From an optimization exercise on the open Yosys and OpenROAD flow, aimed at small area, a short achievable clock period and few clock cycles per item; shortcuts taken in it are not production practice.
RTL that was checked went through simulation tests only; none was proved equivalent to the original.

// tpu_top
module tpu_top
(
        input  logic clk,
        input  logic rst_n,
        input  logic in_valid,
        input  logic [31:0] a,
        input  logic [31:0] b,
        input  logic out_ready,
        output logic in_ready,
        output logic [31:0] out,
        output logic out_valid,
        output logic done
);
Size in the first run: roughly 230 flip-flops, ~100 I/O pins, about 0.022 mm2 of cells after synthesis.
clock: 5.0 ns
lec_check: 0
cap_margin: 20
core_margin: 2
core_utilization: 40
place_density: 0.6
setup_slack_margin: 1.0
slew_margin: 20
synth_hierarchical: 1
standard.sh (not shown) runs the stock make flow with config.mk's settings and CLKGATE_MAP_FILE= SYNTH_SCRIPT=/design/flow/synth_recipe.tcl, a recipe that flattens the netlist after the stock synthesis.
==> flow/flow/run.sh <==
#!/bin/bash
# The standard layout with two changes:
# - the port buffers that buffer_ports inserts are sky130_fd_sc_hd__buf_4 instead of the
#   library's default pick, so the input ports can drive their fanout; every port still
#   gets its own buffer;
# - synthesis is the standard flow's own script (synth_recipe.tcl) except that Yosys's synth skips its
#   generic ABC pass (-noabc), so the full and half adders written in the RTL reach
#   extract_fa as written instead of re-expressed with inverters. Everything else (the
#   -nofsm -noshare synth, flattening, renaming, flip-flop mapping and the final ABC
#   mapping) is unchanged, so the registers are the standard synthesis's.
set -euo pipefail
sed '1s/.*/proc synth {args} { yosys synth -nofsm -noshare -noabc {*}$args }/' \
        synth_recipe.tcl > noabc_synth.tcl
sed "s#SYNTH_SCRIPT=[^ ]*#SYNTH_SCRIPT=$PWD/noabc_synth.tcl#" standard.sh > standard_noabc.sh
export BUFFER_PORTS_ARGS="-buffer_cell sky130_fd_sc_hd__buf_4"
bash standard_noabc.sh > standard.log 2>&1
The starting point completed without violations.
Rerun with:
- CORE_UTILIZATION: 40 -> 55
- PLACE_DENSITY: 0.6 -> 0.7
The new run went through all stages and came out clean. Final cell count came out lower by 8.1%. Clock-buffer cell count shrinks by 3. Setup slack is better by 0.0041 ns. Sequential share of layout area came out higher by 0.48 points. Wire length came out lower by 4.3%. Non-clock buffer count rises by 2. First-iteration DRC count climbs by 34%. Register-to-register slack barely changes.
No run of this note included a check of the RTL's function; only the layout flow was run.

== the reference run ==
Another version of the RTL of tpu_top (not shown whole).
For scale: ~3200 cells after synthesis, about 460 flip-flops, roughly 35000 sq um of cells after synthesis.
clock: 5.0 ns
lec_check: 0
cap_margin: 20
core_margin: 2
core_utilization: 40
place_density: 0.6
setup_slack_margin: 1.5
slew_margin: 20
run.sh (not shown) runs the stock make flow with config.mk's settings and CLKGATE_MAP_FILE= SYNTH_SCRIPT=/design/flow/synth_recipe.tcl, a recipe that flattens the netlist after the stock synthesis.
Stock flow here: none of the scripts above is used.
Having completed the whole flow, the reference run delivered a layout that passed the timing, DRC and antenna checks.
## Diff of input files: the trial run against the reference run
# the reference run
export LEC_CHECK = 0
export CAP_MARGIN = 20
export CORE_MARGIN = 2
export CORE_UTILIZATION = 40
export PLACE_DENSITY = 0.6
export SETUP_SLACK_MARGIN = 1.5
export SLEW_MARGIN = 20
create_clock -name core_clock -period 5.0 [get_ports {clk}]
# the trial run
export LEC_CHECK = 0
export CAP_MARGIN = 20
export CORE_MARGIN = 2
export CORE_UTILIZATION = 40
export PLACE_DENSITY = 0.6
export SLEW_MARGIN = 20
create_clock -name core_clock -period 5.0 [get_ports {clk}]
Results
- For the trial run, the worst setup path startpoint was ocnt[1], unlike the reference run, where it was ocnt[0].
- Max-slew headroom at the worst pin (higher): the reference run
- The trial run: flow completed, timing, DRC and antenna clean
- Placed instance area: the trial run vs the reference run — no meaningful difference
Function was not checked in any run of this note: the RTL went through the layout flow alone.

The RTL this note starts from:
==> flow/design.v <==
package tpu_pkg;
        localparam int ARRAY_DIM  = 4;
        localparam int DATA_WIDTH = 8;
        typedef logic [DATA_WIDTH-1:0] elem_t;
endpackage
`timescale 1ns/10ps
module tpu_pe
(
        input  logic [7:0] a_in,
        input  logic [7:0] b_in,
        input  logic [7:0] acc_in,
        output logic [7:0] sum
);
        logic pp1, pp2, pp3, pp4, pp5, pp6, pp7, pp8, pp9, pp10, pp11, pp12, pp13, pp14, pp15, pp16, pp17, pp18, pp19, pp20, pp21, pp22, pp23, pp24, pp25, pp26, pp27, pp28, pp29, pp30, pp31, pp32, pp33, pp34, pp35, pp36, s37, c38, s39, c40, s41, c42, s43, c44, s45, c46, s47, c48, s49, c50, s51, c52, s53, c54, s55, c56, s57, c58, s59, c60, s61, c62, s63, c64, s65, c66, s67, c68, s69, c70, s71, c72, s73, c74, s75, c76, s77, c78, s79, c80, s81, c82, s83, c84, s85, c86, x87, x88, x89, x90, x91, x92, x93, x94, x95, x96, x97, x98, x99, x100;
        logic [7:4] row0, row1;
        logic top, c7;
        assign pp1 = ~a_in[0] | ~b_in[0];
        assign pp2 = ~a_in[0] | ~b_in[1];
        assign pp3 = ~a_in[0] | ~b_in[2];
        assign pp4 = ~a_in[0] | ~b_in[3];
        assign pp5 = ~a_in[0] | ~b_in[4];
        assign pp6 = ~a_in[0] | ~b_in[5];
        assign pp7 = ~a_in[0] | ~b_in[6];
        assign pp8 = ~a_in[0] | ~b_in[7];
        assign pp9 = ~a_in[1] | ~b_in[0];
        assign pp10 = ~a_in[1] | ~b_in[1];
        assign pp11 = ~a_in[1] | ~b_in[2];
        assign pp12 = ~a_in[1] | ~b_in[3];
        assign pp13 = ~a_in[1] | ~b_in[4];
        assign pp14 = ~a_in[1] | ~b_in[5];
        assign pp15 = ~a_in[1] | ~b_in[6];
        assign pp16 = ~a_in[2] | ~b_in[0];
        assign pp17 = ~a_in[2] | ~b_in[1];
        assign pp18 = ~a_in[2] | ~b_in[2];
        assign pp19 = ~a_in[2] | ~b_in[3];
        assign pp20 = ~a_in[2] | ~b_in[4];
        assign pp21 = ~a_in[2] | ~b_in[5];
        assign pp22 = ~a_in[3] | ~b_in[0];
        assign pp23 = ~a_in[3] | ~b_in[1];
        assign pp24 = ~a_in[3] | ~b_in[2];
        assign pp25 = ~a_in[3] | ~b_in[3];
        assign pp26 = ~a_in[3] | ~b_in[4];
        assign pp27 = ~a_in[4] | ~b_in[0];
        assign pp28 = ~a_in[4] | ~b_in[1];
        assign pp29 = ~a_in[4] | ~b_in[2];
        assign pp30 = ~a_in[4] | ~b_in[3];
        assign pp31 = ~a_in[5] | ~b_in[0];
        assign pp32 = ~a_in[5] | ~b_in[1];
        assign pp33 = ~a_in[5] | ~b_in[2];
        assign pp34 = ~a_in[6] | ~b_in[0];
        assign pp35 = ~a_in[6] | ~b_in[1];
        assign pp36 = ~a_in[7] | ~b_in[0];
        assign s37 = pp1 ^ acc_in[0];
        assign c38 = pp1 & acc_in[0];
        assign s39 = pp2 ^ pp9 ^ acc_in[1];
        assign c40 = (pp2 & pp9) | (pp2 & acc_in[1]) | (pp9 & acc_in[1]);
        assign s41 = c38 ^ s39;
        assign c42 = c38 & s39;
        assign s43 = pp10 ^ pp16 ^ pp3;
        assign c44 = (pp10 & pp16) | (pp10 & pp3) | (pp16 & pp3);
        assign s45 = acc_in[2] ^ s43 ^ c40;
        assign c46 = (acc_in[2] & s43) | (acc_in[2] & c40) | (s43 & c40);
        assign s47 = c42 ^ s45;
        assign c48 = c42 & s45;
        assign s49 = pp11 ^ pp17 ^ pp22;
        assign c50 = (pp11 & pp17) | (pp11 & pp22) | (pp17 & pp22);
        assign s51 = pp4 ^ acc_in[3] ^ c44;
        assign c52 = (pp4 & acc_in[3]) | (pp4 & c44) | (acc_in[3] & c44);
        assign s53 = s49 ^ s51 ^ c46;
        assign c54 = (s49 & s51) | (s49 & c46) | (s51 & c46);
        assign s55 = c48 ^ s53;
        assign c56 = c48 & s53;
        assign s57 = pp12 ^ pp18 ^ pp23;
        assign c58 = (pp12 & pp18) | (pp12 & pp23) | (pp18 & pp23);
        assign s59 = pp27 ^ pp5 ^ acc_in[4];
        assign c60 = (pp27 & pp5) | (pp27 & acc_in[4]) | (pp5 & acc_in[4]);
        assign s61 = c50 ^ s57 ^ c52;
        assign c62 = (c50 & s57) | (c50 & c52) | (s57 & c52);
        assign s63 = s59 ^ s61 ^ c54;
        assign c64 = (s59 & s61) | (s59 & c54) | (s61 & c54);
        assign s65 = pp13 ^ pp19 ^ pp24;
        assign c66 = (pp13 & pp19) | (pp13 & pp24) | (pp19 & pp24);
        assign s67 = pp28 ^ pp31 ^ pp6;
        assign c68 = (pp28 & pp31) | (pp28 & pp6) | (pp31 & pp6);
        assign s69 = acc_in[5] ^ c58 ^ s65;
        assign c70 = (acc_in[5] & c58) | (acc_in[5] & s65) | (c58 & s65);
        assign s71 = s67 ^ c60 ^ s69;
        assign c72 = (s67 & c60) | (s67 & s69) | (c60 & s69);
        assign s73 = c62 ^ s71;
        assign c74 = c62 & s71;
        assign s75 = pp14 ^ pp20 ^ pp25;
        assign c76 = (pp14 & pp20) | (pp14 & pp25) | (pp20 & pp25);
        assign s77 = pp29 ^ pp32 ^ pp34;
        assign c78 = (pp29 & pp32) | (pp29 & pp34) | (pp32 & pp34);
        assign s79 = pp7 ^ acc_in[6] ^ c66;
        assign c80 = (pp7 & acc_in[6]) | (pp7 & c66) | (acc_in[6] & c66);
        assign s81 = c68 ^ s75 ^ s77;
        assign c82 = (c68 & s75) | (c68 & s77) | (s75 & s77);
        assign s83 = c70 ^ s79 ^ s81;
        assign c84 = (c70 & s79) | (c70 & s81) | (s79 & s81);
        assign s85 = c72 ^ s83;
        assign c86 = c72 & s83;
        tpu_x u_x87 (.a(pp15), .b(pp21), .y(x87));
        tpu_x u_x88 (.a(pp26), .b(pp30), .y(x88));
        tpu_x u_x89 (.a(pp33), .b(pp35), .y(x89));
        tpu_x u_x90 (.a(pp36), .b(pp8), .y(x90));
        tpu_x u_x91 (.a(x87), .b(x88), .y(x91));
        tpu_x u_x92 (.a(x89), .b(x90), .y(x92));
        tpu_x u_x93 (.a(acc_in[7]), .b(c76), .y(x93));
        tpu_x u_x94 (.a(c78), .b(x91), .y(x94));
        tpu_x u_x95 (.a(x92), .b(x93), .y(x95));
        tpu_x u_x96 (.a(x94), .b(c80), .y(x96));
        tpu_x u_x97 (.a(x95), .b(c82), .y(x97));
        tpu_x u_x98 (.a(x96), .b(x97), .y(x98));
        tpu_x u_x99 (.a(x98), .b(c84), .y(x99));
        tpu_x u_x100 (.a(x99), .b(c86), .y(x100));
        assign sum[0] = s37;
        assign sum[1] = s41;
        assign sum[2] = s47;
        assign sum[3] = s55;
        assign row0[4] = c56;
        assign row1[4] = s63;
        assign row0[5] = s73;
        assign row1[5] = c64;
        assign row0[6] = c74;
        assign row1[6] = s85;
        assign top = x100;
        assign {c7, sum[6:4]} = {1'b0, row0[6:4]} + {1'b0, row1[6:4]};
        tpu_x u_top (.a(top), .b(c7), .y(sum[7]));
endmodule
module tpu_x
(
        input  logic a,
        input  logic b,
        output logic y
);
        assign y = a ^ b;
endmodule
`timescale 1ns/10ps
module tpu_top
(
        input  logic clk,
        input  logic rst_n,
        input  logic in_valid,
        input  logic [31:0] a,
        input  logic [31:0] b,
        input  logic out_ready,
        output logic in_ready,
        output logic [31:0] out,
        output logic out_valid,
        output logic done
);
        localparam int N = 4;
        localparam int W = 8;
        logic [1:0]     kin;             
        logic [N-1:0]   orow;            
        logic [N*W-1:0] obuf [1:N-1];    
        logic [N*W-1:0] acc0;            
        logic [N*W-1:0] c_row [1:N-1];   
        logic first, last, ob_free, xfer, in_fire, out_fire;
        assign first    = (kin == 2'd0);
        assign last     = (kin == 2'd3);
        assign ob_free  = !out_valid || (orow[N-1] && out_ready);
        assign in_ready = first ? (!orow[0] || out_ready) :
                          last  ? ob_free : 1'b1;
        assign in_fire  = in_valid && in_ready;
        assign xfer     = in_fire && last;
        assign out_valid = |orow;
        assign out_fire  = out_valid && out_ready;
        always_comb begin
                out = ~acc0 & {(N*W){orow[0]}};
                for (int r = 1; r < N; r++) begin
                        out = out | (~obuf[r] & {(N*W){orow[r]}});
                end
        end
        always_ff @(posedge clk or negedge rst_n) begin
                if (!rst_n) begin
                        kin  <= 2'd0;
                        orow <= '0;
                        done <= 1'b0;
                end else begin
                        done <= out_fire && orow[N-1];
                        if (in_fire) begin
                                kin <= kin + 2'd1;
                        end
                        if (xfer) begin
                                orow <= 4'b0001;
                        end else if (out_fire) begin
                                orow <= {orow[N-2:0], 1'b0};
                        end
                end
        end
        always_ff @(posedge clk) begin
                if (xfer) begin
                        for (int r = 1; r < N; r++) begin
                                obuf[r] <= c_row[r];
                        end
                end
        end
        for (genvar i = 0; i < N; i++) begin : g_row
                for (genvar j = 0; j < N; j++) begin : g_col
                        logic [W-1:0] acc, sum;
                        tpu_pe u_pe (
                                .a_in   (a[(N-1-i)*W +: W]),
                                .b_in   (b[(N-1-j)*W +: W]),
                                .acc_in (first ? 8'd251 : acc),
                                .sum    (sum)
                        );
                        always_ff @(posedge clk) begin
                                if (in_fire) begin
                                        acc <= sum;
                                end
                        end
                        if (i == 0) begin : g_out0
                                assign acc0[(N-1-j)*W +: W] = acc;
                        end else begin : g_sum
                                assign c_row[i][(N-1-j)*W +: W] = sum;
                        end
                end
        end
endmodule
Settings: LEC_CHECK=0, CAP_MARGIN=20, CORE_MARGIN=2, CORE_UTILIZATION=40, PLACE_DENSITY=0.6, SETUP_SLACK_MARGIN=1.0, SLEW_MARGIN=20, SYNTH_HIERARCHICAL=1; clock period 5.0 ns.
standard.sh (not shown) runs the stock make flow with config.mk's settings and CLKGATE_MAP_FILE= SYNTH_SCRIPT=/design/flow/synth_recipe.tcl, a recipe that flattens the netlist after the stock synthesis.
Scripts as last shown in full above: flow/flow/run.sh
The first run finished with timing, DRC and antenna clean.
Testbench counts at the start, summed over its fixed seeds: cycles 1,320, jobs 320.
Rerun with:
CORE_UTILIZATION = 55   (was 40)
PLACE_DENSITY = 0.7   (was 0.6)
Outcome: The changed run finished clean. Clock-buffer cell count drops by 9. Via count barely changes. Wire length goes down by 5.6%.
Rerun with:
CORE_UTILIZATION = 65   (was 55)
PLACE_DENSITY = 0.8   (was 0.7)
What happened: Setup slack degrades by 0.025 ns; wire length drops by 1.6%; utilization climbs by 11 points; global-route usage climbs by 4.3 points; die area drops by 15%; register-to-register slack degrades by 0.03 ns; worst hold slack improves by 0.020 ns; critical path depth stays the same; clock skew climbs by 0.0046 ns.
Rerun with:
--- a/flow/flow/run.sh
+++ b/flow/flow/run.sh
@@ -3 +3 @@
-# - the port buffers that buffer_ports inserts are sky130_fd_sc_hd__buf_4 instead of the
+# - the port buffers that buffer_ports inserts are sky130_fd_sc_hd__buf_8 instead of the
@@ -15 +15 @@
-export BUFFER_PORTS_ARGS="-buffer_cell sky130_fd_sc_hd__buf_4"
+export BUFFER_PORTS_ARGS="-buffer_cell sky130_fd_sc_hd__buf_8"
CORE_UTILIZATION = 40   (was 65)
PLACE_DENSITY = 0.6   (was 0.8)
What happened: The new run completed with no timing, DRC or antenna violations. Non-clock buffer count does not change. Worst setup slack improves by 0.026 ns. Via count goes down slightly.

== rev 12 ==
tpu_top, a different RTL version from the one above (not shown whole).
For scale: ~2,200 cells after synthesis, about 100 I/O pins.
export LEC_CHECK = 0
export CAP_MARGIN = 20
export CORE_MARGIN = 2
export CORE_UTILIZATION = 40
export CTS_BUF_LIST = sky130_fd_sc_hd__clkbuf_8
export PLACE_DENSITY = 0.6
export SETUP_SLACK_MARGIN = 1.0
export SLEW_MARGIN = 20
create_clock -name core_clock -period 5.0 [get_ports {clk}]
==> flow/flow/run.sh <==
#!/bin/bash
# The standard layout with two changes:
# - the port buffers that buffer_ports inserts are sky130_fd_sc_hd__buf_4 instead of the
#   library's default pick, so the input ports can drive their fanout; every port still
#   gets its own buffer;
# - synthesis is the standard flow's own script (synth_recipe.tcl) except that Yosys's synth skips its
#   generic ABC pass (-noabc), so the full and half adders written in the RTL reach
#   extract_fa as written instead of re-expressed with inverters. Everything else (the
#   -nofsm -noshare synth, flattening, renaming, flip-flop mapping and the final ABC
#   mapping) is unchanged, so the registers are the standard synthesis's.
set -euo pipefail
sed '1s/.*/proc synth {args} { yosys synth -nofsm -noshare -noabc {*}$args }/' \
        synth_recipe.tcl > noabc_synth.tcl
sed "s#SYNTH_SCRIPT=[^ ]*#SYNTH_SCRIPT=$PWD/noabc_synth.tcl#" standard.sh > standard_noabc.sh
export BUFFER_PORTS_ARGS="-buffer_cell sky130_fd_sc_hd__buf_4"
bash standard_noabc.sh > standard.log 2>&1
Rev 12: full flow OK, the timing, DRC and antenna checks passed
Testbench counts of rev 12, summed over its fixed seeds: cycles 1,328, jobs 320.
Input-level comparison between rev 13 and rev 12:
==> flow/flow/run.sh <==
#!/bin/bash
# The standard layout, with the port buffers that buffer_ports inserts made of
# sky130_fd_sc_hd__buf_4 instead of the library's default pick, so the input
# ports can drive their fanout; every port still gets its own buffer.
set -euo pipefail
export BUFFER_PORTS_ARGS="-buffer_cell sky130_fd_sc_hd__buf_4"
bash standard.sh > standard.log 2>&1
## What came out
- The flow did not stop early for rev 13: all stages ran, and the layout cleared the timing, DRC and antenna checks.
- Rev 12 → rev 13: buffering overhead held steady, basic-gate share of the synthesized area counting and, or, nand and nor cells fell by 1.3 points, total number of vias went up by about 6%.
- Taking rev 12 as the reference, in rev 13 fraction of area in multi-input gates decreased by 2.9 points relative to the old numbers; global-route usage increased by 0.81 points relative to the old numbers; routed metal-1 wire length higher.

==> static timing again, ports no longer ideal <==
How much do the figures lean on ideal ports? The routed layouts below were timed once more, with nothing changed but the port constraints. Step 1: set_driving_cell puts a clkbuf_16 on clk and a buf_2 on each other input, an assumption about the parent block. Step 2 adds t to the input delays and takes it off the output delays; t is the mean of the earliest and latest rising clock arrival at the registers after step 1. Input paths then give back, and output paths get back, about the clock's delay inside the block. Three values: ideal, step 1, step 2; two values: the first two.
| run | shift t [ns] | setup slack, ns | pins driven straight from the clock port |
|---|---|---|---|
| the first run of note 1 | 0.619 | 1.122 / 1.122 / 0.559 | 1 |
| the second run of note 1 | 0.605 | 1.126 / 1.126 / 0.577 | 1 |
| the reference run | 0.706 | 1.373 / 1.309 / 1.584 | 1 |
| the trial run | 0.708 | 0.728 / 0.657 / 1.058 | 1 |
| the first run of note 3 | 0.621 | 1.059 / 1.086 / 0.465 | 1 |
| the second run of note 3 | 0.595 | 1.099 / 1.078 / 0.574 | 1 |
| the third run of note 3 | 0.584 | 1.074 / 1.074 / 0.532 | 1 |
| the fourth run of note 3 | 0.626 | 1.100 / 1.100 / 0.672 | 1 |
| rev 12 | 0.705 | 1.300 / 1.286 / 0.581 | 1 |
| rev 13 | 0.679 | 1.282 / 1.299 / 0.619 | 1 |
After both steps every run listed still meets setup and hold. For rev 12, which loses most, drivers alone change the setup slack by -0.014 ns; drivers and shift together by -0.719 ns.
